Background: an optimization exercise with open tools, aiming at small area and a short achievable clock period. Do not read the settings as production practice.
At most, simulation tests tie the RTL to the original design; equivalence was not proved.
Function not checked in run 3: the RTL went through the layout flow alone.
Power is estimated from default activity; no workload was simulated.

**config.mk**
```make
export PLATFORM = sky130hd
export DESIGN_NAME = mips_instr_sequencer
export DESIGN_NICKNAME = mips_instr_sequencer
export VERILOG_FILES = /design/flow/design.v
export SDC_FILE = /design/flow/constraint.sdc
export NUM_CORES = 4
export LEC_CHECK = 0
export CAP_MARGIN = 20
export CORE_MARGIN = 2
export CORE_UTILIZATION = 70
export CTS_CLUSTER_DIAMETER = 100
export CTS_CLUSTER_SIZE = 25
export PLACE_DENSITY = 0.8
export SETUP_SLACK_MARGIN = 1.9
export SLEW_MARGIN = 20
export SYNTH_HIERARCHICAL = 1
export SYNTH_MINIMUM_KEEP_SIZE = 0
```
**run.sh**
```bash
#!/bin/bash
# synth_recipe.tcl (not shown) runs the flow's synth.tcl, then flattens the netlist and writes it again
# the make line also repeats each setting of config.mk as NAME=value (left out here)
make -C /OpenROAD-flow-scripts/flow DESIGN_CONFIG=/design/flow/config.mk WORK_HOME=/design/flow/orfs CLKGATE_MAP_FILE= SYNTH_SCRIPT=/design/flow/synth_recipe.tcl finish
```
**constraint.sdc**
```tcl
create_clock -name core_clock -period 4.5 [get_ports {clk}]
set_input_delay 0.9000 -clock core_clock [delete_from_list [all_inputs] [get_ports {clk}]]
set_output_delay 0.9000 -clock core_clock [all_outputs]
set_load 0.01 [all_outputs]
```
**design.v**
```verilog
`default_nettype none
module mips_instr_sequencer #(
  parameter int                DATA_W       = 32,
  parameter int                DEPTH        = 64,
  parameter int                ADDR_W       = $clog2(DEPTH),
  parameter logic [DATA_W-1:0] NOP_WORD     = '0,
  parameter int                DRAIN_CYCLES = 12
) (
  input  logic              clk,
  input  logic              reset,
  input  logic              load_en,
  input  logic [ADDR_W-1:0] load_addr,
  input  logic [DATA_W-1:0] load_data,
  input  logic [ADDR_W:0]   prog_len,
  input  logic              start,
  input  logic              step_mode,
  input  logic              step,
  input  logic              loop_en,
  input  logic              stall,
  input  logic              abort,
  output logic [DATA_W-1:0] instr,
  output logic              instr_valid,
  output logic [ADDR_W-1:0] pc_idx,
  output logic              busy,
  output logic              done,
  output logic [15:0]       issued_cnt
);
  localparam logic [3:0] c_DRAIN = 4'(DRAIN_CYCLES);
  logic              run_q, step_q, drain_q, busy_q;
  logic [3:0]        dcnt_q;
  logic [ADDR_W-1:0] idx_q;       
  logic [DEPTH-1:0]  oh_q;        
  logic [ADDR_W-1:0] last_q;      
  logic              loop_q;
  logic [DATA_W-1:0] instr_q;
  logic              valid_q;
  logic [ADDR_W-1:0] pc_q;
  logic [15:0]       cnt_q;
  logic              done_q;
  logic idle;
  assign idle = !(run_q || step_q || drain_q);
  logic [DATA_W-1:0] mem_q [DEPTH];
  logic [DATA_W-1:0] mem_d [DEPTH];
  logic [DEPTH-1:0]  wr_en, keep;
  logic              load_ok;
  assign load_ok = load_en && idle;
  always_comb begin
    for (int w = 0; w < DEPTH; w++) begin
      wr_en[w] =  (load_ok && (load_addr == ADDR_W'(w)));
      keep[w]  = !(load_ok && (load_addr == ADDR_W'(w)));
    end
  end
  for (genvar w = 0; w < DEPTH; w++) begin : g_w
    for (genvar b = 0; b < DATA_W; b++) begin : g_b
      mips_seq_a22o u_wr (
        .a1(wr_en[w]), .a2(load_data[b]), .b1(keep[w]), .b2(mem_q[w][b]), .x(mem_d[w][b])
      );
    end
  end
  always_ff @(posedge clk) begin
    for (int w = 0; w < DEPTH; w++) begin
      mem_q[w] <= mem_d[w];
    end
  end
  logic [1:0] rd_n [DATA_W];
  for (genvar b = 0; b < DATA_W; b++) begin : g_rd
    logic [21:0] l1_n;
    logic [5:0]  l2;
    for (genvar k = 0; k < 20; k++) begin : g_l1
      mips_seq_a222oi u_l1 (
        .a1(oh_q[3*k]),   .a2(mem_q[3*k][b]),
        .b1(oh_q[3*k+1]), .b2(mem_q[3*k+1][b]),
        .c1(oh_q[3*k+2]), .c2(mem_q[3*k+2][b]),
        .y(l1_n[k])
      );
    end
    mips_seq_a22oi u_l1a (
      .a1(oh_q[60]), .a2(mem_q[60][b]), .b1(oh_q[61]), .b2(mem_q[61][b]), .y(l1_n[20])
    );
    mips_seq_a22oi u_l1b (
      .a1(oh_q[62]), .a2(mem_q[62][b]), .b1(oh_q[63]), .b2(mem_q[63][b]), .y(l1_n[21])
    );
    for (genvar k = 0; k < 5; k++) begin : g_l2
      mips_seq_nand4 u_l2 (
        .a(l1_n[4*k]), .b(l1_n[4*k+1]), .c(l1_n[4*k+2]), .d(l1_n[4*k+3]), .y(l2[k])
      );
    end
    mips_seq_nand2 u_l2b (.a(l1_n[20]), .b(l1_n[21]), .y(l2[5]));
    mips_seq_nor3 u_l3a (.a(l2[0]), .b(l2[1]), .c(l2[2]), .y(rd_n[b][0]));
    mips_seq_nor3 u_l3b (.a(l2[3]), .b(l2[4]), .c(l2[5]), .y(rd_n[b][1]));
  end
  logic len_nz, len_one;
  logic [ADDR_W-1:0] len_last;
  assign len_nz   = |prog_len;
  assign len_one  = (prog_len == (ADDR_W+1)'(1));
  assign len_last = prog_len[ADDR_W] ? {ADDR_W{1'b1}} : (prog_len[ADDR_W-1:0] - ADDR_W'(1));
  logic start_ok, issue_st, issue_rs, issue, hold, at_last, wrap_loop;
  logic go_drain, byp, to_zero;
  assign start_ok = idle && start;
  assign issue_st = start_ok && len_nz && !step_mode;
  assign issue_rs = ((run_q && !stall) || (step_q && !stall && step)) && !abort;
  assign issue    = issue_st || issue_rs;
  assign hold     = (run_q || step_q) && !abort && stall;
  assign at_last  = issue_st ? len_one : (idx_q == last_q);
  assign wrap_loop = issue_st ? loop_en : loop_q;
  assign byp      = load_en && (load_addr == '0);
  assign go_drain = (start_ok && !len_nz)
                 || ((run_q || step_q) && abort)
                 || (issue && at_last && !wrap_loop);
  assign to_zero  = (issue && at_last) || (!issue && go_drain);
  logic s_rd, s_ld, s_hold;
  assign s_rd   = issue && !(issue_st && byp);
  assign s_ld   = issue_st && byp;
  assign s_hold = hold;
  logic [DATA_W-1:0] instr_d;
  for (genvar b = 0; b < DATA_W; b++) begin : g_out
    mips_seq_omux_n u_o (
      .s_rd(s_rd), .r0(rd_n[b][0]), .r1(rd_n[b][1]),
      .s_ld(s_ld), .ld(load_data[b]), .s_hold(s_hold), .q(instr_q[b]), .x(instr_d[b])
    );
  end
  logic run_n, step_n, drain_n, dend;
  assign dend = drain_q && (dcnt_q == 4'd0);
  always_comb begin
    run_n   = run_q;
    step_n  = step_q;
    drain_n = drain_q && !dend;
    if (start_ok && len_nz) begin
      run_n  = !step_mode;
      step_n = step_mode;
    end
    if (go_drain) begin
      run_n   = 1'b0;
      step_n  = 1'b0;
      drain_n = 1'b1;
    end
  end
  logic [15:0] cnt_inc;
  assign cnt_inc = (cnt_q == 16'hFFFF) ? cnt_q : cnt_q + 16'd1;
  always_ff @(posedge clk) begin
    if (reset) begin
      run_q   <= 1'b0;
      step_q  <= 1'b0;
      drain_q <= 1'b0;
      busy_q  <= 1'b0;
      dcnt_q  <= '0;
      idx_q   <= '0;
      oh_q    <= DEPTH'(1);
      last_q  <= '0;
      loop_q  <= 1'b0;
      instr_q <= NOP_WORD;
      valid_q <= 1'b0;
      pc_q    <= '0;
      cnt_q   <= '0;
      done_q  <= 1'b0;
    end else begin
      run_q   <= run_n;
      step_q  <= step_n;
      drain_q <= drain_n;
      busy_q  <= run_n || step_n || drain_n;
      done_q  <= dend;
      if (go_drain) begin
        dcnt_q <= c_DRAIN;
      end else if (drain_q && !dend) begin
        dcnt_q <= dcnt_q - 4'd1;
      end
      if (start_ok) begin
        last_q <= len_last;
        loop_q <= loop_en;
      end
      if (to_zero) begin
        idx_q <= '0;
        oh_q  <= DEPTH'(1);
      end else if (issue) begin
        idx_q <= idx_q + ADDR_W'(1);
        oh_q  <= {oh_q[DEPTH-2:0], oh_q[DEPTH-1]};
      end
      instr_q <= instr_d;
      valid_q <= issue || (hold && valid_q);
      if (issue) begin
        pc_q <= idx_q;
      end
      if (start_ok) begin
        cnt_q <= issue ? 16'd1 : 16'd0;
      end else if (issue) begin
        cnt_q <= cnt_inc;
      end
    end
  end
  assign instr       = instr_q;
  assign instr_valid = valid_q;
  assign pc_idx      = pc_q;
  assign busy        = busy_q;
  assign done        = done_q;
  assign issued_cnt  = cnt_q;
endmodule
module mips_seq_a22o (
  input  logic a1, a2, b1, b2,
  output logic x
);
  assign x = (a1 & a2) | (b1 & b2);
endmodule
module mips_seq_a22oi (
  input  logic a1, a2, b1, b2,
  output logic y
);
  assign y = !((a1 & a2) | (b1 & b2));
endmodule
module mips_seq_a222oi (
  input  logic a1, a2, b1, b2, c1, c2,
  output logic y
);
  assign y = !((a1 & a2) | (b1 & b2) | (c1 & c2));
endmodule
module mips_seq_nand4 (
  input  logic a, b, c, d,
  output logic y
);
  assign y = !(a & b & c & d);
endmodule
module mips_seq_nand2 (
  input  logic a, b,
  output logic y
);
  assign y = !(a & b);
endmodule
module mips_seq_nor3 (
  input  logic a, b, c,
  output logic y
);
  assign y = !(a | b | c);
endmodule
module mips_seq_nor2 (
  input  logic a, b,
  output logic y
);
  assign y = !(a | b);
endmodule
module mips_seq_omux_n (
  input  logic s_rd, r0, r1, s_ld, ld, s_hold, q,
  output logic x
);
  assign x = (s_rd & !(r0 & r1)) | (s_ld & ld) | (s_hold & q);
endmodule
module mips_seq_omux_p (
  input  logic s_rd, r0, r1, s_ld, ld, s_hold, q,
  output logic x
);
  assign x = (s_rd & (r0 | r1)) | (s_ld & ld) | (s_hold & q);
endmodule
`default_nettype wire
```
==> out/qor.json, run 1 <==
{
  "post-route-min-period": {"value": 3240, "unit": "ps"},
  "worst_setup_path_end_kind": {"value": "flop"},
  "min_path_type": {"value": "reg -> reg"},
  "design.portCount": {"value": 111},
  "clk-insertion-delay-late": {"value": 760, "unit": "ps"},
  "cts_tree": {"value": "yes"},
  "worstReg2RegStart": {"value": "oh_q[0]"},
  "start_util": {"value": 0.705},
  "synthFlopType": {"value": "dfxtp_1"},
  "max_freq": {"value": 309, "unit": "MHz"},
  "grt_remaining_overflow": {"value": 0},
  "number_of_buffers_added_by_the_clock_tree_synthesis_step": {"value": 97},
  "final-setup-viol-count": {"value": 0},
  "number_of_i_o_port_buffers": {"value": 110},
  "p_leak": {"value": 33.3, "unit": "nW"},
  "ff2ff_path_depth": {"value": 8},
  "slew_headroom": {"value": 0.204},
  "post-dp-hpwl": {"value": 158000, "unit": "microns"},
  "cts.reportedPaths.clkPinSlew": {"value": 110, "unit": "ps"},
  "numPlacedInstances": {"value": 7611},
  "final_instance_count_without_filler_cells": {"value": 7900},
  "area_growth_syn_to_layout": {"value": 13.4, "unit": "%"},
  "groute.usage.overall": {"value": 0.494},
  "maximum_level_of_the_cts_h_tree": {"value": 3},
  "drive_above_1_share": {"value": 0.145},
  "drcViolationCount": {"value": 0},
  "number_of_antenna_violations_at_the_first_check_in_global_routing": {"value": 19},
  "finalNetCount": {"value": 6546},
  "arrival": {"value": 3850, "unit": "ps"},
  "netlist.top_cell.by_area": {"value": "dfxtp_1"},
  "chipWidth": {"value": 332, "unit": "microns"},
  "post_synth_top_cells": {"value": "dfxtp_1, a22o_1, a222oi_1"},
  "gp_routability_congestion": {"value": 1.00},
  "distinct_cell_type_count_of_the_synthesized_netlist": {"value": 60},
  "iteration_count_of_the_initial_detailed_routing_pass": {"value": 12},
  "min_period_over_period": {"value": 0.720},
  "post-synth-top-area-fraction": {"value": 0.580},
  "timing_worst_setup_path_type": {"value": "reg -> reg"},
  "final.setup.tns": {"value": 0, "unit": "ps"},
  "placement.cell_area": {"value": 80300, "unit": "sq um"},
  "grt_setup_unrepaired": {"value": "yes"},
  "skew": {"value": 40.4, "unit": "ps"},
  "run_status": {"value": "no timing/DRC/antenna violations"},
  "vias_per_cell": {"value": 8.46},
  "max_slew.worst_pin.slew": {"value": 1190, "unit": "ps"},
  "clock_sinks": {"value": 2189},
  "cp_max_fo": {"value": 7},
  "synth_seq_area_share": {"value": 0.580},
  "deepest_clock_path_buffer_count": {"value": 3},
  "final_area": {"value": 85600, "unit": "sq um"},
  "max-vdd-ir-drop": {"value": 0.374, "unit": "mV"},
  "yosysMostFrequentCell": {"value": "dfxtp_1"},
  "die-area": {"value": 110000, "unit": "sq um"},
  "yosys_warnings": {"value": 11},
  "syn-mean-instance-area": {"value": 12.6, "unit": "sq um"},
  "dieHeight": {"value": 332, "unit": "microns"},
  "timing_max_transition_violations_final": {"value": 0},
  "end_of_the_critical_path": {"value": "instr_q[28]"},
  "postSynth.asyncResetShare": {"value": 0},
  "postCtsHoldBufs": {"value": 0},
  "setup_crit_start": {"value": "oh_q[0]"},
  "setup.reg_to_reg.worst_slack": {"value": 1260, "unit": "ps"},
  "max_cap_violations": {"value": 0},
  "placeableCoreArea": {"value": 107000, "unit": "sq um"},
  "largest_net_degree_at_the_start_of_global_routing": {"value": 74},
  "clock-root-buffer": {"value": "clkbuf_16"},
  "synth_area": {"value": 75500, "unit": "sq um"},
  "final.hold.worst_slack": {"value": 477, "unit": "ps"},
  "dp_worst_setup_slack": {"value": 27.6, "unit": "ps"},
  "drt-initial-drc-count": {"value": 14694},
  "synthTopCellsByArea": {"value": "dfxtp_1, a22o_1, a222oi_1, nand4_1, a22oi_2"},
  "cellPowerDensity": {"value": 436, "unit": "nW/um^2"},
  "route.detailed.wl_per_inst": {"value": 36.6, "unit": "microns"},
  "number_of_global_route_vias_before_repair": {"value": 62971},
  "synth-edff-count": {"value": 0},
  "worst_setup_path_start_kind": {"value": "flop"},
  "timing.final.hold_violations": {"value": 0},
  "synthesized_instance_count": {"value": 5979},
  "worst_ep_required_time": {"value": 5110, "unit": "ps"},
  "synth-seq-cells": {"value": 2189},
  "synthesis.nets": {"value": 6039},
  "drtAntennaViolNets": {"value": 0},
  "detail_route.wirelength": {"value": 289000, "unit": "microns"},
  "final.fill_count": {"value": 6577},
  "setup_ws": {"value": 1260, "unit": "ps"},
  "global_route_wire_length_before_repair": {"value": 416000, "unit": "microns"},
  "critical_path.reg2reg.endpoint": {"value": "instr_q[28]"},
  "rows": {"value": 120},
  "vias": {"value": 66864}
}
==> power by group <==
part	internal (W)	switching, W
combinational	0.00200	0.00185
clock	0.00402	0.00601
sequential	0.0219	0.00154
total	0.0280	0.00939
==> flip-flops by register name (all words and copies together), names as in the netlist, 4 cells and up <==
| register | count |
|---|---|
| mem_q | 2048 |
| cnt_q | 16 |
| oh_q | 64 |
| pc_q | 6 |
| instr_q | 32 |
| dcnt_q | 4 |
| last_q | 6 |
| idx_q | 6 |
==> per-stage QoR <==
stage / power, W / util
final: 0.0374 / 0.800
after global routing: 0.0383 / 0.800
after CTS: 0.0369 / 0.789
after detailed placement: 0.0273 / 0.751
after global placement: 0.0270 / 0.751
after floorplan: 0.0258 / -
==> kinds of logic after synthesis <==
kind of cell             after synthesis  share of synthesized area
AO/OA/AOI/OAI                       3036                      0.363
flip-flops                          2189                      0.580
AND/OR/NAND/NOR                      599                     0.0461
buffers and inverters                130                    0.00726
XOR/XNOR                              11                    0.00128
multiplexers                           8                    0.00106
adder cells (fa/ha/maj)                6                   0.000994
==> layout make-up <==
| class | count | area [sq um] | area share |
|---|---|---|---|
| antenna | 6 | 15.0 | 0.000175 |
| clock buffer | 101 | 2530 | 0.0295 |
| clock inverter | 3 | 33.8 | 0.000395 |
| inverter | 57 | 394 | 0.00460 |
| multi-input combinational | 3663 | 32300 | 0.377 |
| sequential | 2189 | 44100 | 0.515 |
| tap | 1403 | 1760 | 0.0205 |
| timing repair buffer | 436 | 4270 | 0.0499 |
| timing repair inverter | 42 | 315 | 0.00368 |
==> modules after synthesis, one instance, submodules excluded <==
| module | times used | cell area [sq um] |
|---|---|---|
| mips_seq_nand2 | 32 | 3.75 |
| mips_seq_a22oi | 64 | 12.5 |
| mips_seq_nor3 | 64 | 10.0 |
| mips_instr_sequencer | 1 | 48000 |
| mips_seq_nand4 | 160 | 6.26 |
| mips_seq_a22o | 2048 | 8.76 |
| mips_seq_a222oi | 640 | 10.0 |
| mips_seq_omux_n | 32 | 17.5 |
==> worst min-delay path by stage <==
stage,startpoint,to,depth (start not counted)
after global routing,mem_q[55][26],mem_q[55][26],1
final,mem_q[58][1],mem_q[58][1],1
after CTS,valid_q,valid_q,2
after detailed placement,mem_q[6][13],mem_q[6][13],1
after floorplan,mem_q[9][0],mem_q[9][0],1
after global placement,valid_q,valid_q,2
==> timing repair <==
item	4_1_cts	5_1_grt
resized for setup	243	90
setup endpoints to repair	2219	1643
gates cloned	42	6
pin swaps	93	77
buffers inserted	73	57
==> routing by layer <==
| layer | global-route usage | part of all wire | vias up | wire, microns |
|---|---|---|---|---|
| met5 | 0 | 0.00094 | - | 273 |
| met3 | 0.196 | 0.18 | 1189 | 51200 |
| li1 | - | - | 26890 | - |
| met4 | 0.305 | 0.071 | 26 | 20600 |
| met1 | 0.648 | 0.35 | 32490 | 101000 |
| met2 | 0.682 | 0.40 | 6269 | 116000 |
==> critical path, cell delays in order, from the launching register on <==
cell and delay [ps]:
dfxtp_4 400, buf_6 150, buf_6 120, a222oi_1 730, nand4_1 600, nor3_4 570, a21boi_1 130, a221o_1 280
nor2b_1 130
==> placed cells by master (no fill, tap or decap), types with 55 or more instances in the layout <==
cell type   netlist  routed
a22o_1         2048    2048
dfxtp_1        2189    2092
a222oi_1        640     640
nand4_1         168     168
clkinvlp_4        0      90
clkbuf_16         0     103
a22oi_2          64      64
buf_12            0      55
nand2_1         132      72
buf_4             2     244
nand3_1          90      90
==> run 2: changes to the inputs <==
--- a/design.v
+++ b/design.v
@@ -33,11 +33,12 @@
   logic [ADDR_W-1:0] last_q;      
   logic              loop_q;
-  logic [DATA_W-1:0] instr_q;
+  logic [DATA_W-1:0] instr_q;     
   logic              valid_q;
   logic [ADDR_W-1:0] pc_q;
   logic [15:0]       cnt_q;
   logic              done_q;
+  logic idle_q;                   
   logic idle;
-  assign idle = !(run_q || step_q || drain_q);
+  assign idle = idle_q;
   logic [DATA_W-1:0] mem_q [DEPTH];
   logic [DATA_W-1:0] mem_d [DEPTH];
@@ -63,5 +64,5 @@
     end
   end
-  logic [1:0] rd_n [DATA_W];
+  logic [2:0] rd_n [DATA_W];
   for (genvar b = 0; b < DATA_W; b++) begin : g_rd
     logic [21:0] l1_n;
@@ -87,6 +88,7 @@
     end
     mips_seq_nand2 u_l2b (.a(l1_n[20]), .b(l1_n[21]), .y(l2[5]));
-    mips_seq_nor3 u_l3a (.a(l2[0]), .b(l2[1]), .c(l2[2]), .y(rd_n[b][0]));
-    mips_seq_nor3 u_l3b (.a(l2[3]), .b(l2[4]), .c(l2[5]), .y(rd_n[b][1]));
+    for (genvar k = 0; k < 3; k++) begin : g_l3
+      mips_seq_nor2 u_l3 (.a(l2[2*k]), .b(l2[2*k+1]), .y(rd_n[b][k]));
+    end
   end
   logic len_nz, len_one;
@@ -109,14 +111,17 @@
                  || (issue && at_last && !wrap_loop);
   assign to_zero  = (issue && at_last) || (!issue && go_drain);
-  logic s_rd, s_ld, s_hold;
-  assign s_rd   = issue && !(issue_st && byp);
-  assign s_ld   = issue_st && byp;
-  assign s_hold = hold;
+  logic s_rd_n, s_ld, s_hold;
+  assign s_rd_n = reset || !issue || (issue_st && byp);
+  assign s_ld   = !reset && issue_st && byp;
+  assign s_hold = !reset && hold;
   logic [DATA_W-1:0] instr_d;
   for (genvar b = 0; b < DATA_W; b++) begin : g_out
-    mips_seq_omux_n u_o (
-      .s_rd(s_rd), .r0(rd_n[b][0]), .r1(rd_n[b][1]),
-      .s_ld(s_ld), .ld(load_data[b]), .s_hold(s_hold), .q(instr_q[b]), .x(instr_d[b])
-    );
+    logic keep_n, rd_u;
+    mips_seq_a22oi u_k (.a1(s_ld), .a2(load_data[b]), .b1(s_hold), .b2(instr_q[b]), .y(keep_n));
+    mips_seq_a31o u_m (.a1(rd_n[b][0]), .a2(rd_n[b][1]), .a3(rd_n[b][2]), .b1(s_rd_n), .x(rd_u));
+    mips_seq_nand2 u_o (.a(keep_n), .b(rd_u), .y(instr_d[b]));
+  end
+  always_ff @(posedge clk) begin
+    instr_q <= instr_d;
   end
   logic run_n, step_n, drain_n, dend;
@@ -144,4 +149,5 @@
       drain_q <= 1'b0;
       busy_q  <= 1'b0;
+      idle_q  <= 1'b1;
       dcnt_q  <= '0;
       idx_q   <= '0;
@@ -149,5 +155,4 @@
       last_q  <= '0;
       loop_q  <= 1'b0;
-      instr_q <= NOP_WORD;
       valid_q <= 1'b0;
       pc_q    <= '0;
@@ -159,4 +164,5 @@
       drain_q <= drain_n;
       busy_q  <= run_n || step_n || drain_n;
+      idle_q  <= !(run_n || step_n || drain_n);
       done_q  <= dend;
       if (go_drain) begin
@@ -176,5 +182,4 @@
         oh_q  <= {oh_q[DEPTH-2:0], oh_q[DEPTH-1]};
       end
-      instr_q <= instr_d;
       valid_q <= issue || (hold && valid_q);
       if (issue) begin
@@ -237,15 +242,9 @@
   assign y = !(a | b);
 endmodule
-module mips_seq_omux_n (
-  input  logic s_rd, r0, r1, s_ld, ld, s_hold, q,
+module mips_seq_a31o (
+  input  logic a1, a2, a3, b1,
   output logic x
 );
-  assign x = (s_rd & !(r0 & r1)) | (s_ld & ld) | (s_hold & q);
-endmodule
-module mips_seq_omux_p (
-  input  logic s_rd, r0, r1, s_ld, ld, s_hold, q,
-  output logic x
-);
-  assign x = (s_rd & (r0 | r1)) | (s_ld & ld) | (s_hold & q);
+  assign x = (a1 & a2 & a3) | b1;
 endmodule
 `default_nettype wire
==> flow/run.sh (new file) <==
#!/bin/bash
# Standard layout (the standard.sh, all steps) with one change: the port
# buffers that global placement inserts are buf_4 cells instead of the
# resizer's default pick (a clkdlybuf4s50_1 delay cell).
set -euo pipefail
export BUFFER_PORTS_ARGS="-buffer_cell sky130_fd_sc_hd__buf_4"
bash standard.sh finish > standard_make.log 2>&1
==> standard.sh (new file) <==
#!/bin/bash
# synth_recipe.tcl (not shown) runs the flow's synth.tcl, then flattens the netlist and writes it again
# the make line also repeats each setting of config.mk as NAME=value (left out here)
make -C /OpenROAD-flow-scripts/flow DESIGN_CONFIG=/design/flow/config.mk WORK_HOME=/design/flow/orfs CLKGATE_MAP_FILE= SYNTH_SCRIPT=/design/flow/synth_recipe.tcl "${@:-finish}"
removed: run.sh
==> out/qor.json, run 2 <==
{
  "run_status": {"value": "no timing/DRC/antenna violations"},
  "regMostFlops": {"value": "mem_q"},
  "final_area": {"value": 81500, "unit": "sq um"},
  "worst_setup_path_end_kind": {"value": "flop"},
  "maximum_level_of_the_cts_h_tree": {"value": 3},
  "synth-seq-cells": {"value": 2190},
  "number_of_i_o_port_buffers": {"value": 110},
  "detail_route.wirelength": {"value": 259000, "unit": "microns"},
  "largest_register_ffs": {"value": 2048},
  "cellPowerDensity": {"value": 440, "unit": "nW/um^2"},
  "final.setup.tns": {"value": 0, "unit": "ps"},
  "post-synth-top-area-fraction": {"value": 0.588},
  "grt_setup_unrepaired": {"value": "yes"},
  "cell_internal_pwr": {"value": 0.0273, "unit": "W"},
  "post_synth_top_cells": {"value": "dfxtp_1, a22o_1, a222oi_1"},
  "distinct_cell_type_count_of_the_synthesized_netlist": {"value": 54},
  "final-setup-viol-count": {"value": 0},
  "design.portCount": {"value": 111},
  "placeableCoreArea": {"value": 105000, "unit": "sq um"},
  "synthesized_instance_count": {"value": 5954},
  "max-vdd-ir-drop": {"value": 0.366, "unit": "mV"},
  "syn-mean-instance-area": {"value": 12.5, "unit": "sq um"},
  "clkPwrFrac": {"value": 0.280},
  "largest_net_degree_at_the_start_of_global_routing": {"value": 76},
  "die-area": {"value": 109000, "unit": "sq um"},
  "arrival": {"value": 3320, "unit": "ps"},
  "rows": {"value": 119},
  "chipWidth": {"value": 330, "unit": "microns"},
  "synthFlopType": {"value": "dfxtp_1"},
  "p_sw": {"value": 0.00855, "unit": "W"},
  "post-dp-hpwl": {"value": 147000, "unit": "microns"},
  "min_path_type": {"value": "in -> reg"},
  "clock_sinks": {"value": 2190},
  "postSynth.asyncResetShare": {"value": 0},
  "yosysMostFrequentCell": {"value": "dfxtp_1"},
  "number_of_antenna_violations_at_the_first_check_in_global_routing": {"value": 8},
  "deepest_clock_path_buffer_count": {"value": 3},
  "timing_max_transition_violations_final": {"value": 0},
  "slew_headroom": {"value": 0.208},
  "min_period_over_period": {"value": 0.597},
  "final.hold.worst_slack": {"value": 379, "unit": "ps"},
  "dieHeight": {"value": 330, "unit": "microns"},
  "start_util": {"value": 0.707},
  "synthesis.nets": {"value": 6014},
  "most_frequent_cells_in_the_layout": {"value": "dfxtp_1, a22o_1, a222oi_1"},
  "worst_setup_path_start_kind": {"value": "flop"},
  "final_common_cell": {"value": "dfxtp_1"},
  "area_growth_syn_to_layout": {"value": 9.37, "unit": "%"},
  "drt-initial-drc-count": {"value": 11979},
  "global_route_wire_length_before_repair": {"value": 378000, "unit": "microns"},
  "worst_ep_required_time": {"value": 5130, "unit": "ps"},
  "netlist.top_cell.by_area": {"value": "dfxtp_1"},
  "drive_above_1_share": {"value": 0.0978},
  "number_of_buffers_added_by_the_clock_tree_synthesis_step": {"value": 97},
  "comb_power_share": {"value": 0.081},
  "timing.final.hold_violations": {"value": 0},
  "synth_area": {"value": 74500, "unit": "sq um"},
  "drcViolationCount": {"value": 0},
  "synthTopCellsByArea": {"value": "dfxtp_1, a22o_1, a222oi_1, a22oi_2, nand4_1"},
  "p_leak": {"value": 32.0, "unit": "nW"},
  "power.switching_fraction": {"value": 0.239},
  "iteration_count_of_the_initial_detailed_routing_pass": {"value": 22},
  "max_cap_violations": {"value": 0},
  "gp_routability_congestion": {"value": 0.909},
  "synth_seq_area_share": {"value": 0.588},
  "top_regs": {"value": "mem_q x2048, oh_q x64, instr_q x32"},
  "cp_max_fo": {"value": 18},
  "skew": {"value": 30.9, "unit": "ps"},
  "yosys_warnings": {"value": 11},
  "seqPwrFrac": {"value": 0.639},
  "clk-insertion-delay-late": {"value": 750, "unit": "ps"},
  "cts_tree": {"value": "yes"},
  "synth-edff-count": {"value": 0},
  "post-route-min-period": {"value": 2690, "unit": "ps"},
  "placement.cell_area": {"value": 78600, "unit": "sq um"},
  "vias_per_cell": {"value": 8.20},
  "number_of_global_route_vias_before_repair": {"value": 59258},
  "clock-root-buffer": {"value": "clkbuf_16"},
  "cts.reportedPaths.clkPinSlew": {"value": 100, "unit": "ps"},
  "vias": {"value": 63191},
  "groute.usage.overall": {"value": 0.453},
  "finalNetCount": {"value": 6365},
  "max_slew.worst_pin.slew": {"value": 1190, "unit": "ps"},
  "drtAntennaViolNets": {"value": 0},
  "grt_remaining_overflow": {"value": 0},
  "route.detailed.wl_per_inst": {"value": 33.6, "unit": "microns"},
  "max_freq": {"value": 372, "unit": "MHz"},
  "timing_worst_setup_path_type": {"value": "reg -> reg"}
}
[run 2: routing by layer]
metal,up-vias,global-route usage,part of all wire
li1,26292,-,-
met1,31091,0.617,0.37
met2,5002,0.620,0.41
met3,796,0.159,0.16
met4,10,0.261,0.064
met5,-,0,0.00024
[run 2: per-module statistics from Yosys (local to each module, per instance)]
module / times used / flops+latches
mips_instr_sequencer: 1 / 2190
mips_seq_a22oi: 96 / 0
mips_seq_a222oi: 640 / 0
mips_seq_a22o: 2048 / 0
mips_seq_a31o: 32 / 0
mips_seq_nand4: 160 / 0
mips_seq_nand2: 64 / 0
mips_seq_nor2: 96 / 0
[run 2: area by class of cell]
cell class                 count  area [sq um]
timing repair buffer         297          2420
clock inverter                 2          20.0
timing repair inverter         8          60.1
multi-input combinational   3634         30400
tap                         1391          1740
sequential                  2190         43900
inverter                      77           375
fill                        6998         23900
clock buffer                 103          2580
antenna                        2          5.00
[run 2: power groups by stage]
stage / logic, W / clock network, W / registers (W)
4_1_cts: 0.00283 / 0.00998 / 0.0229
2_1_floorplan: 0.00193 / 0 / 0.0229
3_5_place_dp: 0.00280 / 0 / 0.0232
5_1_grt: 0.00309 / 0.0106 / 0.0231
3_3_place_gp: 0.00265 / 0 / 0.0232
6_report: 0.00290 / 0.0100 / 0.0229
[run 2: cells by family (layout without fill, tap and decap cells)]
logic type,count (synthesis),in the layout,synth area share
adder cells (fa/ha/maj),6,6,0.00101
AND/OR/NAND/NOR,580,580,0.0387
buffers and inverters,130,487,0.00685
XOR/XNOR,12,12,0.00141
flip-flops,2190,2190,0.588
other,0,2,0
multiplexers,3,3,0.000420
AO/OA/AOI/OAI,3033,3033,0.363
[run 2: worst max-delay path, cell delays in order, from the launching register on]
cell and delay (ps):
dfxtp_2 450, buf_4 270, a222oi_1 710, nand4_1 420
nor2_2 450, a31o_1 200, nand2_1 50
[run 2: final timing paths]
path / slack (ps) / to / cells past startpoint / from
min reg2reg: 470 / valid_q / 2 / valid_q
max reg2reg: 1810 / instr_q[20] / 6 / oh_q[30]
max: 1810 / instr_q[20] / 6 / oh_q[30]
min: 380 / last_q[0] / 2 / prog_len[0]
[run 2: what timing repair did]
item	4_1_cts	5_1_grt
gates cloned	2	6
pin swaps	2	12
setup buffers	2	3
resized for setup	19	39
setup endpoints to repair	247	668
hold buffers	0	0
[run 2: metrics by stage]
stage / setup WS (ps) / utilization / total power, W / cells
5_1_grt: 1850 / 0.773 / 0.0368 / 7702
4_1_cts: 1820 / 0.771 / 0.0357 / 7692
2_1_floorplan: 1510 / - / 0.0249 / 5954
6_report: 1810 / 0.773 / 0.0358 / 7704
3_3_place_gp: 1100 / 0.746 / 0.0258 / 7583
3_5_place_dp: 1070 / 0.746 / 0.0260 / 7583
==> run 3: changes to the inputs <==
--- a/design.v
+++ b/design.v
@@ -46,9 +46,14 @@
   logic              load_ok;
   assign load_ok = load_en && idle;
+  logic [7:0] wa_hi, wa_lo;
   always_comb begin
-    for (int w = 0; w < DEPTH; w++) begin
-      wr_en[w] =  (load_ok && (load_addr == ADDR_W'(w)));
-      keep[w]  = !(load_ok && (load_addr == ADDR_W'(w)));
-    end
+    for (int j = 0; j < 8; j++) begin
+      wa_hi[j] = load_ok && (load_addr[5:3] == 3'(j));
+      wa_lo[j] = (load_addr[2:0] == 3'(j));
+    end
+  end
+  for (genvar w = 0; w < DEPTH; w++) begin : g_dec
+    mips_seq_and2  u_we (.a(wa_hi[w/8]), .b(wa_lo[w%8]), .x(wr_en[w]));
+    mips_seq_nand2 u_kp (.a(wa_hi[w/8]), .b(wa_lo[w%8]), .y(keep[w]));
   end
   for (genvar w = 0; w < DEPTH; w++) begin : g_w
@@ -248,3 +253,9 @@
   assign x = (a1 & a2 & a3) | b1;
 endmodule
+module mips_seq_and2 (
+  input  logic a, b,
+  output logic x
+);
+  assign x = a & b;
+endmodule
 `default_nettype wire
--- a/config.mk
+++ b/config.mk
@@ -8,9 +8,9 @@
 export CAP_MARGIN = 20
 export CORE_MARGIN = 2
-export CORE_UTILIZATION = 70
+export CORE_UTILIZATION = 60
 export CTS_CLUSTER_DIAMETER = 100
 export CTS_CLUSTER_SIZE = 25
-export PLACE_DENSITY = 0.8
-export SETUP_SLACK_MARGIN = 1.9
+export PLACE_DENSITY = 0.7
+export SETUP_SLACK_MARGIN = 2.1
 export SLEW_MARGIN = 20
 export SYNTH_HIERARCHICAL = 1
==> out/qor.json, run 3 <==
{
  "most_frequent_cells_in_the_layout": {"value": "dfxtp_1, a22o_1, a222oi_1"},
  "top_regs": {"value": "mem_q x2048, oh_q x64, instr_q x32"},
  "post-dp-hpwl": {"value": 149000, "unit": "microns"},
  "max-vdd-ir-drop": {"value": 0.401, "unit": "mV"},
  "final_area": {"value": 82200, "unit": "sq um"},
  "top_routing_layer_in_use": {"value": "met5"},
  "maximum_level_of_the_cts_h_tree": {"value": 3},
  "slew_headroom": {"value": 0.209},
  "cp_max_fo": {"value": 7},
  "crit_path_cell_trace": {"value": "buf_12 > buf_4 > buf_4 > a222oi_1 > nand4_1 > nor2_4 > a31o_1 > nand2_1"},
  "iteration_count_of_the_initial_detailed_routing_pass": {"value": 10},
  "deepest_clock_path_buffer_count": {"value": 3},
  "arrival": {"value": 3370, "unit": "ps"},
  "multi_input_area": {"value": 30900, "unit": "sq um"},
  "chipWidth": {"value": 356, "unit": "microns"},
  "syn-mean-instance-area": {"value": 12.6, "unit": "sq um"},
  "synth_area": {"value": 74400, "unit": "sq um"},
  "distinct_cell_type_count_of_the_synthesized_netlist": {"value": 46},
  "worst_setup_path_start_kind": {"value": "flop"},
  "yosysMostFrequentCell": {"value": "dfxtp_1"},
  "final-setup-viol-count": {"value": 0},
  "synth-seq-cells": {"value": 2190},
  "clk-insertion-delay-late": {"value": 740, "unit": "ps"},
  "routed-wl-met2": {"value": 110000, "unit": "microns"},
  "final_common_cell": {"value": "dfxtp_1"},
  "start_util": {"value": 0.603},
  "synthFlopType": {"value": "dfxtp_1"},
  "regMostFlops": {"value": "mem_q"},
  "number_of_global_route_vias_before_repair": {"value": 57585},
  "placeableCoreArea": {"value": 123000, "unit": "sq um"},
  "max_cap_violations": {"value": 0},
  "timing_max_transition_violations_final": {"value": 0},
  "skew": {"value": 20.3, "unit": "ps"},
  "numPlacedInstances": {"value": 7805},
  "drive_above_1_share": {"value": 0.109},
  "p_leak": {"value": 32.1, "unit": "nW"},
  "global_route_wire_length_before_repair": {"value": 386000, "unit": "microns"},
  "cts.reportedPaths.clkPinSlew": {"value": 100, "unit": "ps"},
  "cts_tree": {"value": "yes"},
  "die-area": {"value": 127000, "unit": "sq um"},
  "critPathMostFrequentCell": {"value": "buf_4"},
  "final-seq-area": {"value": 43900, "unit": "sq um"},
  "netlist.top_cell.by_area": {"value": "dfxtp_1"},
  "max_freq": {"value": 365, "unit": "MHz"},
  "postSynth.asyncResetShare": {"value": 0},
  "dieHeight": {"value": 356, "unit": "microns"},
  "number_of_buffers_added_by_the_clock_tree_synthesis_step": {"value": 97},
  "drcViolationCount": {"value": 0},
  "vias_per_cell": {"value": 7.73},
  "run_status": {"value": "no timing/DRC/antenna violations"},
  "timing_worst_setup_path_type": {"value": "reg -> reg"},
  "final_instance_count_without_filler_cells": {"value": 7953},
  "synthTopCellsByArea": {"value": "dfxtp_1, a22o_1, a222oi_1, a22oi_2, nand4_1"},
  "synthesized_instance_count": {"value": 5920},
  "timing.final.hold_violations": {"value": 0},
  "clock_sinks": {"value": 2190},
  "final.setup.tns": {"value": 0, "unit": "ps"},
  "synth-edff-count": {"value": 0},
  "synth_seq_area_share": {"value": 0.589},
  "min_period_over_period": {"value": 0.609},
  "buffers_plus_inverters_on_the_worst_setup_path": {"value": 3},
  "final.fill_count": {"value": 9470},
  "drtAntennaViolNets": {"value": 0},
  "clock-root-buffer": {"value": "clkbuf_16"},
  "area_growth_syn_to_layout": {"value": 10.6, "unit": "%"},
  "route.detailed.wl_per_inst": {"value": 33.6, "unit": "microns"},
  "yosys_warnings": {"value": 11},
  "grt_setup_unrepaired": {"value": "yes"},
  "worst_setup_path_end_kind": {"value": "flop"},
  "detail_route.wirelength": {"value": 267000, "unit": "microns"},
  "vias": {"value": 61504},
  "post-synth-top-area-fraction": {"value": 0.589},
  "gp_routability_congestion": {"value": 0.915},
  "p_total": {"value": 0.0360, "unit": "W"},
  "drt-initial-drc-count": {"value": 11383},
  "cpLargestDelayFamily": {"value": "simple AND/OR/NAND/NOR gates"},
  "groute.usage.overall": {"value": 0.400},
  "rows": {"value": 129},
  "max_slew.worst_pin.slew": {"value": 1190, "unit": "ps"},
  "cpPeakStageDelay": {"value": 670, "unit": "ps"},
  "largest_net_degree_at_the_start_of_global_routing": {"value": 66},
  "largest_register_ffs": {"value": 2048},
  "finalNetCount": {"value": 6364},
  "placement.cell_area": {"value": 78700, "unit": "sq um"},
  "post-route-min-period": {"value": 2740, "unit": "ps"},
  "met1_length": {"value": 107000, "unit": "microns"},
  "min_path_type": {"value": "in -> reg"},
  "grt_remaining_overflow": {"value": 0},
  "number_of_antenna_violations_at_the_first_check_in_global_routing": {"value": 11},
  "design.portCount": {"value": 111},
  "dr_wl_met3": {"value": 34700, "unit": "microns"},
  "synthesis.nets": {"value": 5980},
  "postCtsHoldBufs": {"value": 0},
  "worst_ep_required_time": {"value": 5130, "unit": "ps"},
  "crit_slowest_cell": {"value": "a222oi_1"},
  "number_of_i_o_port_buffers": {"value": 110},
  "cellPowerDensity": {"value": 437, "unit": "nW/um^2"},
  "post_synth_top_cells": {"value": "dfxtp_1, a22o_1, a222oi_1"}
}
-- run 3: per-layer routing --
metal	vias to the layer above	global-route usage
met1	30774	0.565
met4	2	0.205
met5	-	0
met2	3997	0.557
li1	26175	-
met3	556	0.111
-- run 3: modules after synthesis (local to each module, per instance), excerpt --
module	cells inside	flip-flops and latches	copies in the design	area [sq um]
mips_seq_nor2	1	0	96	3.75
mips_seq_nand4	1	0	160	6.26
mips_seq_a22oi	1	0	96	12.5
mips_seq_a22o	1	0	2048	8.76
mips_seq_and2	1	0	64	6.26
mips_seq_a222oi	1	0	640	10.0
-- run 3: area by class of cell --
class                   count  area share
diodes                      6    0.000183
clock buffers             103      0.0313
clock inverters             2    0.000243
inverters                  11    0.000502
multi-input cells        3679       0.376
flip-flops and latches   2190       0.534
well taps                1637      0.0249
repair buffers            325      0.0324
-- run 3: final timing paths --
check | startpoint | end | slack, ps | depth (start not counted)
setup / recovery | oh_q[30] | instr_q[30] | 1760 | 8
hold / removal | prog_len[0] | last_q[0] | 410 | 2
setup reg to reg | oh_q[30] | instr_q[30] | 1760 | 8
hold reg to reg | pc_q[2] | pc_q[2] | 470 | 2
-- run 3: repair_timing --
action,CTS,global route
setup buffers,16,15
setup endpoints to repair,1158,290
cloned,4,2
gates resized for setup,116,56
pin swaps,45,58
-- run 3: cell families (layout without fill, tap and decap cells) --
group | count (synthesis) | count (layout) | share of synthesized area
mux | 1 | 1 | 0.000135
flops | 2190 | 2190 | 0.589
other cells | 0 | 6 | 0
xor+xnor | 25 | 25 | 0.00294
fa+ha+maj | 6 | 6 | 0.00101
simple gates | 717 | 719 | 0.0473
buf+inv | 54 | 441 | 0.00321
compound gates | 2927 | 2928 | 0.356
-- run 3: stage by stage --
step	hold slack, ps	utilization	setup slack, ps
after global routing	404	0.667	1820
after CTS	387	0.664	1890
after detailed placement	450	0.638	928
final	413	0.667	1760
after floorplan	436	-	925
after global placement	450	0.638	978
-- run 3: report_power, final --
group | switching [W] | leakage (nW) | internal, W
Clock | 0.00603 | 1.28 | 0.00409
Combinational | 0.00134 | 12.8 | 0.00161
Sequential | 0.00127 | 18.0 | 0.0216
==> run 4: changes to the inputs <==
--- a/design.v
+++ b/design.v
@@ -30,5 +30,7 @@
   logic [3:0]        dcnt_q;
   logic [ADDR_W-1:0] idx_q;       
-  logic [DEPTH-1:0]  oh_q;        
+  logic [7:0]        row_q;       
+  logic [7:0]        col_q;       
+  logic [DEPTH-1:0]  rsel;        
   logic [ADDR_W-1:0] last_q;      
   logic              loop_q;
@@ -69,4 +71,7 @@
     end
   end
+  for (genvar w = 0; w < DEPTH; w++) begin : g_sel
+    mips_seq_and2 u_sel (.a(row_q[w/8]), .b(col_q[w%8]), .x(rsel[w]));
+  end
   logic [2:0] rd_n [DATA_W];
   for (genvar b = 0; b < DATA_W; b++) begin : g_rd
@@ -75,15 +80,15 @@
     for (genvar k = 0; k < 20; k++) begin : g_l1
       mips_seq_a222oi u_l1 (
-        .a1(oh_q[3*k]),   .a2(mem_q[3*k][b]),
-        .b1(oh_q[3*k+1]), .b2(mem_q[3*k+1][b]),
-        .c1(oh_q[3*k+2]), .c2(mem_q[3*k+2][b]),
+        .a1(rsel[3*k]),   .a2(mem_q[3*k][b]),
+        .b1(rsel[3*k+1]), .b2(mem_q[3*k+1][b]),
+        .c1(rsel[3*k+2]), .c2(mem_q[3*k+2][b]),
         .y(l1_n[k])
       );
     end
     mips_seq_a22oi u_l1a (
-      .a1(oh_q[60]), .a2(mem_q[60][b]), .b1(oh_q[61]), .b2(mem_q[61][b]), .y(l1_n[20])
+      .a1(rsel[60]), .a2(mem_q[60][b]), .b1(rsel[61]), .b2(mem_q[61][b]), .y(l1_n[20])
     );
     mips_seq_a22oi u_l1b (
-      .a1(oh_q[62]), .a2(mem_q[62][b]), .b1(oh_q[63]), .b2(mem_q[63][b]), .y(l1_n[21])
+      .a1(rsel[62]), .a2(mem_q[62][b]), .b1(rsel[63]), .b2(mem_q[63][b]), .y(l1_n[21])
     );
     for (genvar k = 0; k < 5; k++) begin : g_l2
@@ -157,5 +162,6 @@
       dcnt_q  <= '0;
       idx_q   <= '0;
-      oh_q    <= DEPTH'(1);
+      row_q   <= 8'd1;
+      col_q   <= 8'd1;
       last_q  <= '0;
       loop_q  <= 1'b0;
@@ -182,8 +188,12 @@
       if (to_zero) begin
         idx_q <= '0;
-        oh_q  <= DEPTH'(1);
+        row_q <= 8'd1;
+        col_q <= 8'd1;
       end else if (issue) begin
         idx_q <= idx_q + ADDR_W'(1);
-        oh_q  <= {oh_q[DEPTH-2:0], oh_q[DEPTH-1]};
+        col_q <= {col_q[6:0], col_q[7]};
+        if (col_q[7]) begin
+          row_q <= {row_q[6:0], row_q[7]};
+        end
       end
       valid_q <= issue || (hold && valid_q);
==> flow/run.sh (replaced) <==
#!/bin/bash
# Standard layout (the standard.sh, all steps, standard synthesis) with two
# changes made through ORFS's own hooks:
#  - the port buffers that global placement inserts are buf_4 cells instead of
#    the resizer's default pick (a clkdlybuf4s50_1 delay cell);
#  - the 64 x 32 buffer flip-flops are pre-placed as a regular array (bit b in
#    column b, word w in a row) before global placement and released after it,
#    so each bit's read tree is placed compactly around its column.
set -euo pipefail
here="$(cd "$(dirname "${BASH_SOURCE[0]}")" && pwd)"
export BUFFER_PORTS_ARGS="-buffer_cell sky130_fd_sc_hd__buf_4"
export PRE_GLOBAL_PLACE_SKIP_IO_TCL="$here/place_array.tcl"
export POST_GLOBAL_PLACE_TCL="$here/release_array.tcl"
bash standard.sh finish > standard_make.log 2>&1
==> flow/place_array.tcl (new file) <==
# Pre-places the 64 x 32 buffer flip-flops mem_q[w][b] as a regular array before
# global placement: bit b in column b, word w in a row, a spare row after every
# 4 words. Each column starts one site right of a tap-cell x position, so no
# flop overlaps a tap cell. The flops are FIRM during global placement (the
# placer then puts the write muxes and read-tree gates around them) and are
# released again after it (release_array.tcl).
set block [ord::get_db_block]
set core  [$block getCoreArea]
set site_w 460
set taps {}
foreach inst [$block getInsts] {
  if {[string match "*tapvpwrvgnd*" [[$inst getMaster] getName]]} {
    lappend taps [lindex [$inst getLocation] 0]
  }
}
set xs [lsort -integer -unique $taps]
set rows {}
foreach row [$block getRows] {
  lappend rows [list [lindex [$row getOrigin] 1] [$row getOrient]]
}
set rows [lsort -integer -index 0 $rows]
set nbits 32
set nwords 64
set nrows_arr [expr {$nwords + $nwords / 4}]
set k0 [expr {([llength $xs] - $nbits) / 2}]
set r0 [expr {([llength $rows] - $nrows_arr) / 2}]
if {$k0 < 0 || $r0 < 0} { error "place_array: core too small for the array" }
set placed 0
for {set w 0} {$w < $nwords} {incr w} {
  set r [lindex $rows [expr {$r0 + $w + $w / 4}]]
  set y [lindex $r 0]
  set orient [lindex $r 1]
  for {set b 0} {$b < $nbits} {incr b} {
    set x [expr {[lindex $xs [expr {$k0 + $b}]] + $site_w}]
    set inst [$block findInst "mem_q\\\[$w\\\]\\\[$b\\\]\$_DFF_P_"]
    if {$inst eq "NULL"} { error "place_array: no flop for word $w bit $b" }
    $inst setOrient $orient
    $inst setLocation $x $y
    $inst setPlacementStatus FIRM
    incr placed
  }
}
puts "place_array: placed $placed flip-flops, columns from x=[lindex $xs $k0], rows from [lindex [lindex $rows $r0] 0]"
==> flow/release_array.tcl (new file) <==
# Releases the pre-placed buffer flip-flops (see place_array.tcl) so that the
# resizer and detailed placement may resize and legalize them like any cell.
set n 0
foreach inst [[ord::get_db_block] getInsts] {
  if {[$inst getPlacementStatus] eq "FIRM"} {
    $inst setPlacementStatus PLACED
    incr n
  }
}
puts "release_array: released $n cells"
--- a/config.mk
+++ b/config.mk
@@ -7,10 +7,11 @@
 export LEC_CHECK = 0
 export CAP_MARGIN = 20
+export CORE_ASPECT_RATIO = 0.62
 export CORE_MARGIN = 2
-export CORE_UTILIZATION = 60
+export CORE_UTILIZATION = 55
 export CTS_CLUSTER_DIAMETER = 100
 export CTS_CLUSTER_SIZE = 25
-export PLACE_DENSITY = 0.7
-export SETUP_SLACK_MARGIN = 2.1
+export PLACE_DENSITY = 0.85
+export SETUP_SLACK_MARGIN = 2.5
 export SLEW_MARGIN = 20
 export SYNTH_HIERARCHICAL = 1
==> out/qor.json, run 4 <==
{
  "run_status": {"value": "no timing/DRC/antenna violations"},
  "largest_net_degree_at_the_start_of_global_routing": {"value": 66},
  "max_freq": {"value": 434, "unit": "MHz"},
  "timing_max_transition_violations_final": {"value": 0},
  "timing.final.hold_violations": {"value": 0},
  "cp_max_fo": {"value": 32},
  "number_of_antenna_violations_at_the_first_check_in_global_routing": {"value": 4},
  "p_total": {"value": 0.0350, "unit": "W"},
  "rows": {"value": 105},
  "cts.reportedPaths.clkPinSlew": {"value": 100, "unit": "ps"},
  "cellPowerDensity": {"value": 424, "unit": "nW/um^2"},
  "yosysMostFrequentCell": {"value": "dfxtp_1"},
  "design.portCount": {"value": 111},
  "post-route-min-period": {"value": 2310, "unit": "ps"},
  "regMostFlops": {"value": "mem_q"},
  "area_growth_syn_to_layout": {"value": 12.9, "unit": "%"},
  "hold_path.startpoint": {"value": "prog_len[0]"},
  "synth_area": {"value": 73100, "unit": "sq um"},
  "drt-initial-drc-count": {"value": 14422},
  "number_of_i_o_port_buffers": {"value": 110},
  "clock_sinks": {"value": 2142},
  "crit_slowest_cell": {"value": "a222oi_1"},
  "synth-seq-cells": {"value": 2142},
  "post_synth_top_cells": {"value": "dfxtp_1, a22o_1, a222oi_1"},
  "synthTopCellsByArea": {"value": "dfxtp_1, a22o_1, a222oi_1, a22oi_2, nand4_1"},
  "final_common_cell": {"value": "dfxtp_1"},
  "grt_setup_unrepaired": {"value": "yes"},
  "worstReg2RegStart": {"value": "row_q[4]"},
  "max_cap_violations": {"value": 0},
  "max_slew.worst_pin.slew": {"value": 898, "unit": "ps"},
  "top_regs": {"value": "mem_q x2048, instr_q x32, cnt_q x16"},
  "groute.usage.overall": {"value": 0.318},
  "yosys_warnings": {"value": 11},
  "synthesis.nets": {"value": 5836},
  "cpPeakStageDelay": {"value": 630, "unit": "ps"},
  "route.detailed.wl_per_inst": {"value": 30.0, "unit": "microns"},
  "synthFlopType": {"value": "dfxtp_1"},
  "synth_seq_area_share": {"value": 0.586},
  "numPlacedInstances": {"value": 7813},
  "arrival": {"value": 2950, "unit": "ps"},
  "final-seq-area": {"value": 43000, "unit": "sq um"},
  "final-setup-viol-count": {"value": 0},
  "skew": {"value": 32.2, "unit": "ps"},
  "deepest_clock_path_buffer_count": {"value": 3},
  "cts_tree": {"value": "yes"},
  "multi_input_area": {"value": 30700, "unit": "sq um"},
  "clock-root-buffer": {"value": "clkbuf_16"},
  "worst_setup_path_start_kind": {"value": "flop"},
  "number_of_global_route_vias_before_repair": {"value": 54658},
  "iteration_count_of_the_initial_detailed_routing_pass": {"value": 14},
  "synth-edff-count": {"value": 0},
  "p_leak": {"value": 32.4, "unit": "nW"},
  "drtAntennaViolNets": {"value": 0},
  "largest_register_ffs": {"value": 2048},
  "final.fill_count": {"value": 9238},
  "finalNetCount": {"value": 6325},
  "min_path_type": {"value": "in -> reg"},
  "worst_setup_path_end_kind": {"value": "flop"},
  "dieHeight": {"value": 291, "unit": "microns"},
  "vias_per_cell": {"value": 7.74},
  "drive_above_1_share": {"value": 0.127},
  "crit_path_cell_trace": {"value": "and2_1 > buf_6 > a222oi_1 > nand4_1 > nor2_1 > a31o_1 > nand2_1"},
  "synthesized_instance_count": {"value": 5776},
  "start_util": {"value": 0.553},
  "vias": {"value": 62208},
  "global_route_wire_length_before_repair": {"value": 344000, "unit": "microns"},
  "number_of_buffers_added_by_the_clock_tree_synthesis_step": {"value": 95},
  "worst_ep_required_time": {"value": 5140, "unit": "ps"},
  "distinct_cell_type_count_of_the_synthesized_netlist": {"value": 50},
  "min_period_over_period": {"value": 0.513},
  "post-dp-hpwl": {"value": 160000, "unit": "microns"},
  "netlist.top_cell.by_area": {"value": "dfxtp_1"},
  "max-vdd-ir-drop": {"value": 0.355, "unit": "mV"},
  "maximum_level_of_the_cts_h_tree": {"value": 3},
  "detail_route.wirelength": {"value": 241000, "unit": "microns"},
  "postSynth.asyncResetShare": {"value": 0},
  "drcViolationCount": {"value": 0},
  "timing_worst_setup_path_type": {"value": "reg -> reg"},
  "grt_remaining_overflow": {"value": 0},
  "die-area": {"value": 136000, "unit": "sq um"},
  "postCtsHoldBufs": {"value": 0},
  "final.setup.tns": {"value": 0, "unit": "ps"},
  "final_instance_count_without_filler_cells": {"value": 8038},
  "chipWidth": {"value": 467, "unit": "microns"},
  "most_frequent_cells_in_the_layout": {"value": "dfxtp_1, a22o_1, a222oi_1"},
  "post-synth-top-area-fraction": {"value": 0.586},
  "syn-mean-instance-area": {"value": 12.7, "unit": "sq um"},
  "placeableCoreArea": {"value": 132000, "unit": "sq um"},
  "clk-insertion-delay-late": {"value": 750, "unit": "ps"},
  "setup_crit_start": {"value": "row_q[4]"},
  "slew_headroom": {"value": 0.401}
}
[run 4: cell types whose count changed after synthesis, moves of 3 or more]
cell      previous run  this run
a311oi_1            10         7
clkbuf_1            19        10
dfxtp_1           2190      2142
nand4_1            163       170
xor2_1               4        11
nor3_1              15         9
nand2_1            225       176
and2_1              67       132
xnor2_1             21        18
buf_2               23         6
a21oi_1             81        35
nand3_1             74        23
[run 4: per-stage QoR]
stage,hold WS [ps],utilization,worst slack (ps),area (sq um)
finish,381,0.625,2190,82600
global route,363,0.625,2080,82600
CTS,353,0.617,2300,81500
detailed placement,451,0.587,1270,77600
global placement,444,0.587,1380,77600
floorplan,437,-,1400,73300
[run 4: worst max-delay path: cells and delay by family, from the launching register on]
family,cells,cell delay (ps)
AOI/OAI and AO/OA,2,820
and+or+nand+nor,4,700
DFF,1,440
buffers and inverters,1,230
[run 4: routing by layer]
metal	vias up	GRT usage	wire length [microns]
met3	620	0.0918	49100
met2	6468	0.374	82000
met1	29155	0.528	101000
met4	2	0.107	9280
li1	25963	-	-
met5	-	0	18
[run 4: final timing paths]
kind	end	depth (start not counted)	slack (ps)
max	instr_q[1]	7	2190
min	last_q[0]	2	380
max reg2reg	instr_q[1]	7	2190
min reg2reg	mem_q[12][18]	1	480
[run 4: kinds of logic after synthesis]
group / synth area share
AO/OA/AOI/OAI: 0.359
XOR/XNOR: 0.00347
adder cells (fa/ha/maj): 0.00103
buffers and inverters: 0.00169
flip-flops: 0.586
multiplexers: 0.000291
AND/OR/NAND/NOR: 0.0481
[run 4: Yosys stat by module, one instance, submodules excluded]
module	cells inside	cell area, sq um
mips_instr_sequencer	2448	44700
mips_seq_a22oi	1	12.5
mips_seq_a222oi	1	10.0
mips_seq_a22o	1	8.76
mips_seq_a31o	1	8.76
mips_seq_and2	1	6.26
mips_seq_nand4	1	6.26
mips_seq_nand2	1	3.75
mips_seq_nor2	1	3.75
[run 4: timing repair]
action                                  in CTS  in global routing
setup buffers                               67                 34
endpoints found under the setup margin    2176                996
resized for setup                          255                170
cloned                                       7                 12
pin swaps                                   44                105
[run 4: power by group]
part | total, W | switching (W) | internal, W | leakage [nW]
logic | 0.00292 | 0.00125 | 0.00167 | 13.5
registers | 0.0225 | 0.00132 | 0.0212 | 17.6
clock network | 0.00953 | 0.00569 | 0.00384 | 1.21
[run 4: area by class of cell]
type                    count  area share
diodes                      4    0.000121
clock buffers              96      0.0291
clock inverters             5    0.000621
inverters                   9    0.000470
multi-input cells        3609       0.371
flip-flops and latches   2142       0.521
well taps                1765      0.0267
repair buffers            408      0.0507
==> run 5: changes to the inputs <==
--- a/flow/run.sh
+++ b/flow/run.sh
@@ -5,5 +5,5 @@
 #    the resizer's default pick (a clkdlybuf4s50_1 delay cell);
 #  - the 64 x 32 buffer flip-flops are pre-placed as a regular array (bit b in
-#    column b, word w in a row) before global placement and released after it,
+#    column b, word w in a row, a spare row after every two words) before global placement and released after it,
 #    so each bit's read tree is placed compactly around its column.
 set -euo pipefail
@@ -12,3 +12,4 @@
 export PRE_GLOBAL_PLACE_SKIP_IO_TCL="$here/place_array.tcl"
 export POST_GLOBAL_PLACE_TCL="$here/release_array.tcl"
+export ARRAY_GAP_EVERY=2
 bash standard.sh finish > standard_make.log 2>&1
--- a/flow/place_array.tcl
+++ b/flow/place_array.tcl
@@ -1,5 +1,5 @@
 # Pre-places the 64 x 32 buffer flip-flops mem_q[w][b] as a regular array before
 # global placement: bit b in column b, word w in a row, a spare row after every
-# 4 words. Each column starts one site right of a tap-cell x position, so no
+# ARRAY_GAP_EVERY words (default 4). Each column starts one site right of a tap-cell x position, so no
 # flop overlaps a tap cell. The flops are FIRM during global placement (the
 # placer then puts the write muxes and read-tree gates around them) and are
@@ -22,5 +22,7 @@
 set nbits 32
 set nwords 64
-set nrows_arr [expr {$nwords + $nwords / 4}]
+set gap 4
+if {[info exists ::env(ARRAY_GAP_EVERY)]} { set gap $::env(ARRAY_GAP_EVERY) }
+set nrows_arr [expr {$nwords + $nwords / $gap}]
 set k0 [expr {([llength $xs] - $nbits) / 2}]
 set r0 [expr {([llength $rows] - $nrows_arr) / 2}]
@@ -28,5 +30,5 @@
 set placed 0
 for {set w 0} {$w < $nwords} {incr w} {
-  set r [lindex $rows [expr {$r0 + $w + $w / 4}]]
+  set r [lindex $rows [expr {$r0 + $w + $w / $gap}]]
   set y [lindex $r 0]
   set orient [lindex $r 1]
--- a/config.mk
+++ b/config.mk
@@ -7,7 +7,7 @@
 export LEC_CHECK = 0
 export CAP_MARGIN = 20
-export CORE_ASPECT_RATIO = 0.62
+export CORE_ASPECT_RATIO = 0.6
 export CORE_MARGIN = 2
-export CORE_UTILIZATION = 55
+export CORE_UTILIZATION = 50
 export CTS_CLUSTER_DIAMETER = 100
 export CTS_CLUSTER_SIZE = 25
==> out/qor.json, run 5 <==
{
  "largest_net_degree_at_the_start_of_global_routing": {"value": 66},
  "timing_max_transition_violations_final": {"value": 0},
  "synthTopCellsByArea": {"value": "dfxtp_1, a22o_1, a222oi_1, a22oi_2, nand4_1"},
  "max_cap_violations": {"value": 0},
  "die-area": {"value": 149000, "unit": "sq um"},
  "most_frequent_cells_in_the_layout": {"value": "dfxtp_1, a22o_1, a222oi_1"},
  "max_freq": {"value": 468, "unit": "MHz"},
  "cp.depth": {"value": 1},
  "deepest_clock_path_buffer_count": {"value": 3},
  "synth_area": {"value": 73100, "unit": "sq um"},
  "top_regs": {"value": "mem_q x2048, instr_q x32, cnt_q x16"},
  "p_leak": {"value": 32.2, "unit": "nW"},
  "number_of_buffers_added_by_the_clock_tree_synthesis_step": {"value": 95},
  "timing_worst_setup_path_type": {"value": "reg -> out"},
  "worst_hold_depth": {"value": 2},
  "route.detailed.wl_per_inst": {"value": 28.2, "unit": "microns"},
  "detail_route.wirelength": {"value": 230000, "unit": "microns"},
  "yosysMostFrequentCell": {"value": "dfxtp_1"},
  "vias": {"value": 59491},
  "arrival": {"value": 1240, "unit": "ps"},
  "drive_above_1_share": {"value": 0.128},
  "rows": {"value": 108},
  "post-dp-hpwl": {"value": 167000, "unit": "microns"},
  "synth_seq_area_share": {"value": 0.586},
  "groute.usage.overall": {"value": 0.287},
  "distinct_cell_type_count_of_the_synthesized_netlist": {"value": 50},
  "drcViolationCount": {"value": 0},
  "post-route-min-period": {"value": 2140, "unit": "ps"},
  "largest_family_of_logic_cells_by_synthesized_area": {"value": "compound AO/OA/AOI/OAI gates"},
  "min_period_over_period": {"value": 0.475},
  "final_instance_count_without_filler_cells": {"value": 8174},
  "dp_worst_setup_slack": {"value": 727, "unit": "ps"},
  "grt_setup_unrepaired": {"value": "yes"},
  "area_growth_syn_to_layout": {"value": 12.7, "unit": "%"},
  "placeableCoreArea": {"value": 145000, "unit": "sq um"},
  "crit_path_cell_trace": {"value": "buf_6"},
  "min_delay_worst_endpoint": {"value": "pc_q[1]"},
  "cts.reportedPaths.clkPinSlew": {"value": 100, "unit": "ps"},
  "buffers_plus_inverters_on_the_worst_setup_path": {"value": 1},
  "post-synth-top-area-fraction": {"value": 0.586},
  "dieHeight": {"value": 300, "unit": "microns"},
  "setup_ws": {"value": 2360, "unit": "ps"},
  "cpPeakStageDelay": {"value": 380, "unit": "ps"},
  "cpLargestDelayFamily": {"value": "flip-flops"},
  "netlist.top_cell.by_area": {"value": "dfxtp_1"},
  "numPlacedInstances": {"value": 7978},
  "regMostFlops": {"value": "mem_q"},
  "timing.final.hold_violations": {"value": 0},
  "start_util": {"value": 0.505},
  "final.setup.tns": {"value": 0, "unit": "ps"},
  "adder_and_majority_gate_portion_of_the_synthesized_area": {"value": 0.00103},
  "p_total": {"value": 0.0350, "unit": "W"},
  "run_status": {"value": "no timing/DRC/antenna violations"},
  "clk-insertion-delay-late": {"value": 740, "unit": "ps"},
  "synth_xor_xnor_area_share": {"value": 0.00347},
  "critical_path.reg2reg.endpoint": {"value": "instr_q[22]"},
  "max_slew.worst_pin.slew": {"value": 839, "unit": "ps"},
  "yosys_warnings": {"value": 11},
  "postCtsHoldBufs": {"value": 0},
  "synthesis.nets": {"value": 5836},
  "skew": {"value": 23.4, "unit": "ps"},
  "synth_compound_area_frac": {"value": 0.359},
  "chipWidth": {"value": 498, "unit": "microns"},
  "worst_setup_path_start_kind": {"value": "flop"},
  "number_of_i_o_port_buffers": {"value": 110},
  "setup.reg_to_reg.worst_slack": {"value": 2410, "unit": "ps"},
  "crit_slowest_cell": {"value": "dfxtp_2"},
  "muxShareOfSynthArea": {"value": 0.000291},
  "ff2ff_path_depth": {"value": 7},
  "synth-seq-cells": {"value": 2142},
  "synthSimpleGateAreaFrac": {"value": 0.0481},
  "finalNetCount": {"value": 6302},
  "worstReg2RegStart": {"value": "col_q[0]"},
  "iteration_count_of_the_initial_detailed_routing_pass": {"value": 10},
  "synth-edff-count": {"value": 0},
  "design.portCount": {"value": 111},
  "slew_headroom": {"value": 0.441},
  "worst_setup_path_end_kind": {"value": "output port"},
  "postSynth.asyncResetShare": {"value": 0},
  "maximum_level_of_the_cts_h_tree": {"value": 3},
  "post_synth_top_cells": {"value": "dfxtp_1, a22o_1, a222oi_1"},
  "vias_per_cell": {"value": 7.28},
  "clock-root-buffer": {"value": "clkbuf_16"},
  "final-setup-viol-count": {"value": 0},
  "drtAntennaViolNets": {"value": 0},
  "cellPowerDensity": {"value": 424, "unit": "nW/um^2"},
  "number_of_antenna_violations_at_the_first_check_in_global_routing": {"value": 7},
  "worst_ep_required_time": {"value": 3600, "unit": "ps"},
  "clock_sinks": {"value": 2142},
  "max-vdd-ir-drop": {"value": 0.316, "unit": "mV"},
  "synthesized_instance_count": {"value": 5776},
  "global_route_wire_length_before_repair": {"value": 341000, "unit": "microns"},
  "synthFlopType": {"value": "dfxtp_1"},
  "cts_tree": {"value": "yes"},
  "grt_remaining_overflow": {"value": 0},
  "drt-initial-drc-count": {"value": 13184},
  "final_common_cell": {"value": "dfxtp_1"},
  "min_path_type": {"value": "reg -> reg"},
  "syn-mean-instance-area": {"value": 12.7, "unit": "sq um"},
  "number_of_global_route_vias_before_repair": {"value": 51938},
  "largest_register_ffs": {"value": 2048},
  "cp_max_fo": {"value": 2},
  "hold_path.startpoint": {"value": "pc_q[1]"},
  "post-route-util": {"value": 0.569}
}
run 5: cells by family (layout without fill, tap and decap cells):
family | count (synthesis) | in the layout
buffers and inverters | 27 | 490
multiplexers | 2 | 2
AND/OR/NAND/NOR | 686 | 689
other | 0 | 6
XOR/XNOR | 29 | 29
flip-flops | 2142 | 2142
AO/OA/AOI/OAI | 2884 | 2885
adder cells (fa/ha/maj) | 6 | 6
run 5: Yosys stat by module, one instance, submodules excluded, a selection:
module                area [sq um]  flip-flops and latches  cells inside
mips_seq_a22o                 8.76                       0             1
mips_seq_nand2                3.75                       0             1
mips_seq_nand4                6.26                       0             1
mips_instr_sequencer         44700                    2142          2448
mips_seq_a222oi               10.0                       0             1
mips_seq_a22oi                12.5                       0             1
run 5: how the worst max path moves through the flow:
stage	start	to	slack, ps
after floorplan	load_addr[2]	instr_q[0]	1400
after global placement	prog_len[1]	idx_q[0]	380
after detailed placement	prog_len[1]	idx_q[3]	730
after CTS	instr_q[2]	instr[2]	2320
after global routing	instr_q[23]	instr[23]	2330
final	instr_q[23]	instr[23]	2360
run 5: cell type report:
cell class                 count  area (sq um)
tap                         1925          2410
sequential                  2142         43000
fill                       11297         62500
clock inverter                 1          8.76
clock buffer                  97          2430
multi-input combinational   3611         30800
inverter                       9          48.8
antenna                        6          15.0
timing repair buffer         383          3650
run 5: routing by layer:
metal  global-route usage  share of wire  wire, microns
met1                0.486           0.47         108000
met3               0.0524           0.15          33800
met4               0.0933          0.034           7770
met5                    0              0              0
met2                0.349           0.35          80800
run 5: timing repair:
action,4_1_cts,5_1_grt
buffers inserted,72,13
cloned,5,2
pin swaps,86,58
gates resized for setup,321,72
setup endpoints to repair,2189,771
run 5: power breakdown:
group | leakage, nW | internal (W) | switching (W)
logic | 13.4 | 0.00168 | 0.00125
clock network | 1.20 | 0.00386 | 0.00567
registers | 17.6 | 0.0212 | 0.00128
run 5: per-stage QoR:
stage / area (sq um) / hold WS (ps)
after floorplan: 73300 / 437
after global placement: 77900 / 447
after detailed placement: 77900 / 448
after CTS: 82000 / 399
after global routing: 82400 / 482
final: 82400 / 462

==> static timing again, ports no longer ideal <==
In the flow no input, the clock included, has a driving cell. The finished layouts below were timed again as built, in two steps.
Step 1 sets driving cells, clkbuf_16 on the clock port and buf_2 on the other inputs (assumed; they add their load-dependent delay and slew).
Step 2 also shifts input and output timing later by t, the mid clock arrival at the registers, as if the neighbouring blocks saw the same clock.
Slacks: no drivers / after step 1 / after step 2; pairs: no drivers / after step 1.
run	t (ns)	setup slack, ns	slew at the worst register clock pin (ns)
run 1	0.828	1.261 / 1.261 / 0.946	0.11 / 0.11
run 2	0.815	1.812 / 1.812 / 1.033	0.10 / 0.10
run 3	0.812	1.758 / 1.758 / 1.280	0.10 / 0.10
run 4	0.812	2.193 / 2.174 / 1.362	0.11 / 0.11
run 5	0.802	2.364 / 2.293 / 1.591	0.10 / 0.10
After both steps setup and hold are still met in every run listed. For run 4, which loses most, drivers alone change the setup slack by -0.019 ns; drivers and shift together by -0.831 ns.
